What follows belongs to an exercise in optimizing a design on an open flow for small area; a production flow would make more cautious choices. Only simulation tests tie the RTL to the original design; equivalence was not proved.

## build 54
## neural_network
module neural_network (
    input  logic        clk,
    input  logic        reset,
    input  logic        changes,
    input  logic [7:0]  data_in,
    output logic [7:0]  network_outputs
);
For scale: roughly 960 cells after synthesis, about 240 flip-flops.
==> flow/config.mk <==
export PLATFORM = sky130hd
export DESIGN_NAME = neural_network
export DESIGN_NICKNAME = neural_network
export VERILOG_FILES = /design/flow/design.v
export SDC_FILE = /design/flow/constraint.sdc
export NUM_CORES = 4
export LEC_CHECK = 0
export CAP_MARGIN = 20
export CORE_MARGIN = 2
export CORE_UTILIZATION = 40
export GPL_ROUTABILITY_DRIVEN = 0
export SLEW_MARGIN = 20
export SYNTH_HIERARCHICAL = 1
==> flow/constraint.sdc <==
create_clock -name core_clock -period 10.0 [get_ports {clk}]
set_input_delay 2.0000 -clock core_clock [delete_from_list [all_inputs] [get_ports {clk}]]
set_output_delay 2.0000 -clock core_clock [all_outputs]
set_load 0.01 [all_outputs]
standard.sh (not shown) runs the stock make flow with config.mk's settings and CLKGATE_MAP_FILE= SYNTH_SCRIPT=/design/flow/synth_recipe.tcl, a recipe that flattens the netlist after the stock synthesis.
==> flow/flow/run.sh <==
#!/bin/bash
# Standard ORFS flow (the standard.sh) with two layout options:
#  - port buffers of the smallest buffer cell
#  - CTS without dummy loads
set -euo pipefail
bash standard.sh \
  "BUFFER_PORTS_ARGS=-buffer_cell sky130_fd_sc_hd__buf_1" \
  "CTS_ARGS=-sink_clustering_enable -repair_clock_nets -sink_clustering_size 10 -sink_clustering_max_diameter 40 -buf_list sky130_fd_sc_hd__clkbuf_4 -dont_use_dummy_load" \
  finish > standard.log 2>&1
Looking at the reports, build 54 completed the entire flow and the layout it produced met the timing, DRC and antenna checks.
### build 54 -> build 94
--- a/flow/flow/run.sh
+++ b/flow/flow/run.sh
@@ -1,7 +1,14 @@
 #!/bin/bash
-# Standard ORFS flow (the standard.sh) with two layout options:
+# Standard ORFS flow (the standard.sh) with some layout options:
+#  - standard synthesis first, then the layout with:
 #  - port buffers of the smallest buffer cell
-#  - CTS without dummy loads
+#  - CTS of clkbuf_4 without dummy loads
+#  - no big buffers (buf_4 and up) for repair: the platform's don't-use list
+#    plus those
 set -euo pipefail
+DU="sky130_fd_sc_hd__probe_p_8 sky130_fd_sc_hd__probec_p_8 sky130_fd_sc_hd__lpflow_bleeder_1 sky130_fd_sc_hd__lpflow_clkbufkapwr_1 sky130_fd_sc_hd__lpflow_clkbufkapwr_16 sky130_fd_sc_hd__lpflow_clkbufkapwr_2 sky130_fd_sc_hd__lpflow_clkbufkapwr_4 sky130_fd_sc_hd__lpflow_clkbufkapwr_8 sky130_fd_sc_hd__lpflow_clkinvkapwr_1 sky130_fd_sc_hd__lpflow_clkinvkapwr_16 sky130_fd_sc_hd__lpflow_clkinvkapwr_2 sky130_fd_sc_hd__lpflow_clkinvkapwr_4 sky130_fd_sc_hd__lpflow_clkinvkapwr_8 sky130_fd_sc_hd__lpflow_decapkapwr_12 sky130_fd_sc_hd__lpflow_decapkapwr_3 sky130_fd_sc_hd__lpflow_decapkapwr_4 sky130_fd_sc_hd__lpflow_decapkapwr_6 sky130_fd_sc_hd__lpflow_decapkapwr_8 sky130_fd_sc_hd__lpflow_inputiso0n_1 sky130_fd_sc_hd__lpflow_inputiso0p_1 sky130_fd_sc_hd__lpflow_inputiso1n_1 sky130_fd_sc_hd__lpflow_inputiso1p_1 sky130_fd_sc_hd__lpflow_inputisolatch_1 sky130_fd_sc_hd__lpflow_isobufsrc_1 sky130_fd_sc_hd__lpflow_isobufsrc_16 sky130_fd_sc_hd__lpflow_isobufsrc_2 sky130_fd_sc_hd__lpflow_isobufsrc_4 sky130_fd_sc_hd__lpflow_isobufsrc_8 sky130_fd_sc_hd__lpflow_isobufsrckapwr_16 sky130_fd_sc_hd__lpflow_lsbuf_lh_hl_isowell_tap_1 sky130_fd_sc_hd__lpflow_lsbuf_lh_hl_isowell_tap_2 sky130_fd_sc_hd__lpflow_lsbuf_lh_hl_isowell_tap_4 sky130_fd_sc_hd__lpflow_lsbuf_lh_isowell_4 sky130_fd_sc_hd__lpflow_lsbuf_lh_isowell_tap_1 sky130_fd_sc_hd__lpflow_lsbuf_lh_isowell_tap_2 sky130_fd_sc_hd__lpflow_lsbuf_lh_isowell_tap_4 sky130_fd_sc_hd__fill_1 sky130_fd_sc_hd__fill_2 sky130_fd_sc_hd__fill_4 sky130_fd_sc_hd__fill_8  sky130_fd_sc_hd__buf_4 sky130_fd_sc_hd__buf_6 sky130_fd_sc_hd__buf_8 sky130_fd_sc_hd__buf_12 sky130_fd_sc_hd__buf_16"
+bash standard.sh synth > standard_synth.log 2>&1
 bash standard.sh \
+  "DONT_USE_CELLS=$DU" \
+  "MIN_BUF_CELL_AND_PORTS=sky130_fd_sc_hd__buf_1 A X" \
   "BUFFER_PORTS_ARGS=-buffer_cell sky130_fd_sc_hd__buf_1" \
--- a/flow/config.mk
+++ b/flow/config.mk
@@ -10,3 +10,5 @@
 export CORE_UTILIZATION = 40
-export GPL_ROUTABILITY_DRIVEN = 0
+export CTS_BUF_LIST = sky130_fd_sc_hd__clkbuf_8
+export CTS_CLUSTER_DIAMETER = 60
+export CTS_CLUSTER_SIZE = 16
 export SLEW_MARGIN = 20
Results
Build 54 → build 94: arrival time at the worst endpoint picked up an extra 0.37 ns. Changes observed in build 94 relative to build 54: share of the core filled with cells in the final layout barely changed, synthesized cell count has remained practically unchanged, worst hold slack went up 0.0067 ns. Lower final critical path time including I/O delays and setup was reported by build 54, not build 94. Global routing usage summed across all routing layers, build 94 and build 54, lower one = build 54.
Inputs modified between build 94 and build 73:
--- a/flow/flow/run.sh
+++ b/flow/flow/run.sh
@@ -2,3 +2,2 @@
 # Standard ORFS flow (the standard.sh) with some layout options:
-#  - standard synthesis first, then the layout with:
 #  - port buffers of the smallest buffer cell
@@ -9,6 +8,4 @@
 DU="sky130_fd_sc_hd__probe_p_8 sky130_fd_sc_hd__probec_p_8 sky130_fd_sc_hd__lpflow_bleeder_1 sky130_fd_sc_hd__lpflow_clkbufkapwr_1 sky130_fd_sc_hd__lpflow_clkbufkapwr_16 sky130_fd_sc_hd__lpflow_clkbufkapwr_2 sky130_fd_sc_hd__lpflow_clkbufkapwr_4 sky130_fd_sc_hd__lpflow_clkbufkapwr_8 sky130_fd_sc_hd__lpflow_clkinvkapwr_1 sky130_fd_sc_hd__lpflow_clkinvkapwr_16 sky130_fd_sc_hd__lpflow_clkinvkapwr_2 sky130_fd_sc_hd__lpflow_clkinvkapwr_4 sky130_fd_sc_hd__lpflow_clkinvkapwr_8 sky130_fd_sc_hd__lpflow_decapkapwr_12 sky130_fd_sc_hd__lpflow_decapkapwr_3 sky130_fd_sc_hd__lpflow_decapkapwr_4 sky130_fd_sc_hd__lpflow_decapkapwr_6 sky130_fd_sc_hd__lpflow_decapkapwr_8 sky130_fd_sc_hd__lpflow_inputiso0n_1 sky130_fd_sc_hd__lpflow_inputiso0p_1 sky130_fd_sc_hd__lpflow_inputiso1n_1 sky130_fd_sc_hd__lpflow_inputiso1p_1 sky130_fd_sc_hd__lpflow_inputisolatch_1 sky130_fd_sc_hd__lpflow_isobufsrc_1 sky130_fd_sc_hd__lpflow_isobufsrc_16 sky130_fd_sc_hd__lpflow_isobufsrc_2 sky130_fd_sc_hd__lpflow_isobufsrc_4 sky130_fd_sc_hd__lpflow_isobufsrc_8 sky130_fd_sc_hd__lpflow_isobufsrckapwr_16 sky130_fd_sc_hd__lpflow_lsbuf_lh_hl_isowell_tap_1 sky130_fd_sc_hd__lpflow_lsbuf_lh_hl_isowell_tap_2 sky130_fd_sc_hd__lpflow_lsbuf_lh_hl_isowell_tap_4 sky130_fd_sc_hd__lpflow_lsbuf_lh_isowell_4 sky130_fd_sc_hd__lpflow_lsbuf_lh_isowell_tap_1 sky130_fd_sc_hd__lpflow_lsbuf_lh_isowell_tap_2 sky130_fd_sc_hd__lpflow_lsbuf_lh_isowell_tap_4 sky130_fd_sc_hd__fill_1 sky130_fd_sc_hd__fill_2 sky130_fd_sc_hd__fill_4 sky130_fd_sc_hd__fill_8  sky130_fd_sc_hd__buf_4 sky130_fd_sc_hd__buf_6 sky130_fd_sc_hd__buf_8 sky130_fd_sc_hd__buf_12 sky130_fd_sc_hd__buf_16"
-bash standard.sh synth > standard_synth.log 2>&1
 bash standard.sh \
   "DONT_USE_CELLS=$DU" \
-  "MIN_BUF_CELL_AND_PORTS=sky130_fd_sc_hd__buf_1 A X" \
   "BUFFER_PORTS_ARGS=-buffer_cell sky130_fd_sc_hd__buf_1" \
Findings:
Of build 73 and build 94, only build 73 never reached the final stage.
Setup changes, build 73 to build 42
==> flow/flow/run.sh <==
#!/bin/bash
# Standard ORFS flow (the standard.sh) with some layout options:
#  - timing-driven global placement keeps none of its resizer changes
#  - port buffers of the smallest buffer cell
#  - CTS without dummy loads
set -euo pipefail
bash standard.sh \
  GPL_KEEP_OVERFLOW=0 \
  "BUFFER_PORTS_ARGS=-buffer_cell sky130_fd_sc_hd__buf_1" \
  "CTS_ARGS=-sink_clustering_enable -repair_clock_nets -sink_clustering_size 10 -sink_clustering_max_diameter 40 -buf_list sky130_fd_sc_hd__clkbuf_4 -dont_use_dummy_load" \
  finish > standard.log 2>&1
--- a/flow/config.mk
+++ b/flow/config.mk
@@ -7,9 +7,7 @@
 export LEC_CHECK = 0
-export CAP_MARGIN = 20
+export CAP_MARGIN = 10
 export CORE_MARGIN = 2
 export CORE_UTILIZATION = 40
-export CTS_BUF_LIST = sky130_fd_sc_hd__clkbuf_8
-export CTS_CLUSTER_DIAMETER = 60
-export CTS_CLUSTER_SIZE = 16
-export SLEW_MARGIN = 20
+export PLACE_DENSITY = 0.7
+export SLEW_MARGIN = 10
 export SYNTH_HIERARCHICAL = 1
### Flow results
Of build 42 and build 73, only build 73 never reached the final stage.
Status: build 73 FAILED at synthesis (tool error)

## port drivers added, routing unchanged
In the flow no input, the clock included, has a driving cell. The finished layouts below were timed again as built, in two steps.
Step 1 assumes that a clkbuf_16 drives the clock port and a buf_2 every other input.
Step 2, shift: input delay + t, output delay - t, t = (earliest + latest rising clock arrival at the registers) / 2. This alone moves slack from input paths to output paths.
a / b / c = ideal / step 1 / step 2; a / b = the first two.
| run | t (ns) | setup slack, ns | latest minus earliest clock arrival (ns) |
|---|---|---|---|
| build 54 | 0.645 | 1.404 / 1.426 / 0.781 | 0.091 / 0.090 |
| build 94 | 0.688 | 1.060 / 1.088 / 0.400 | 0.066 / 0.066 |
| build 42 | 0.700 | 0.910 / 0.935 / 0.236 | 0.081 / 0.081 |
After both steps every run listed still meets setup and hold. The setup slack of build 42, which loses most, moves by +0.025 ns with the drivers and by -0.674 ns with both steps.
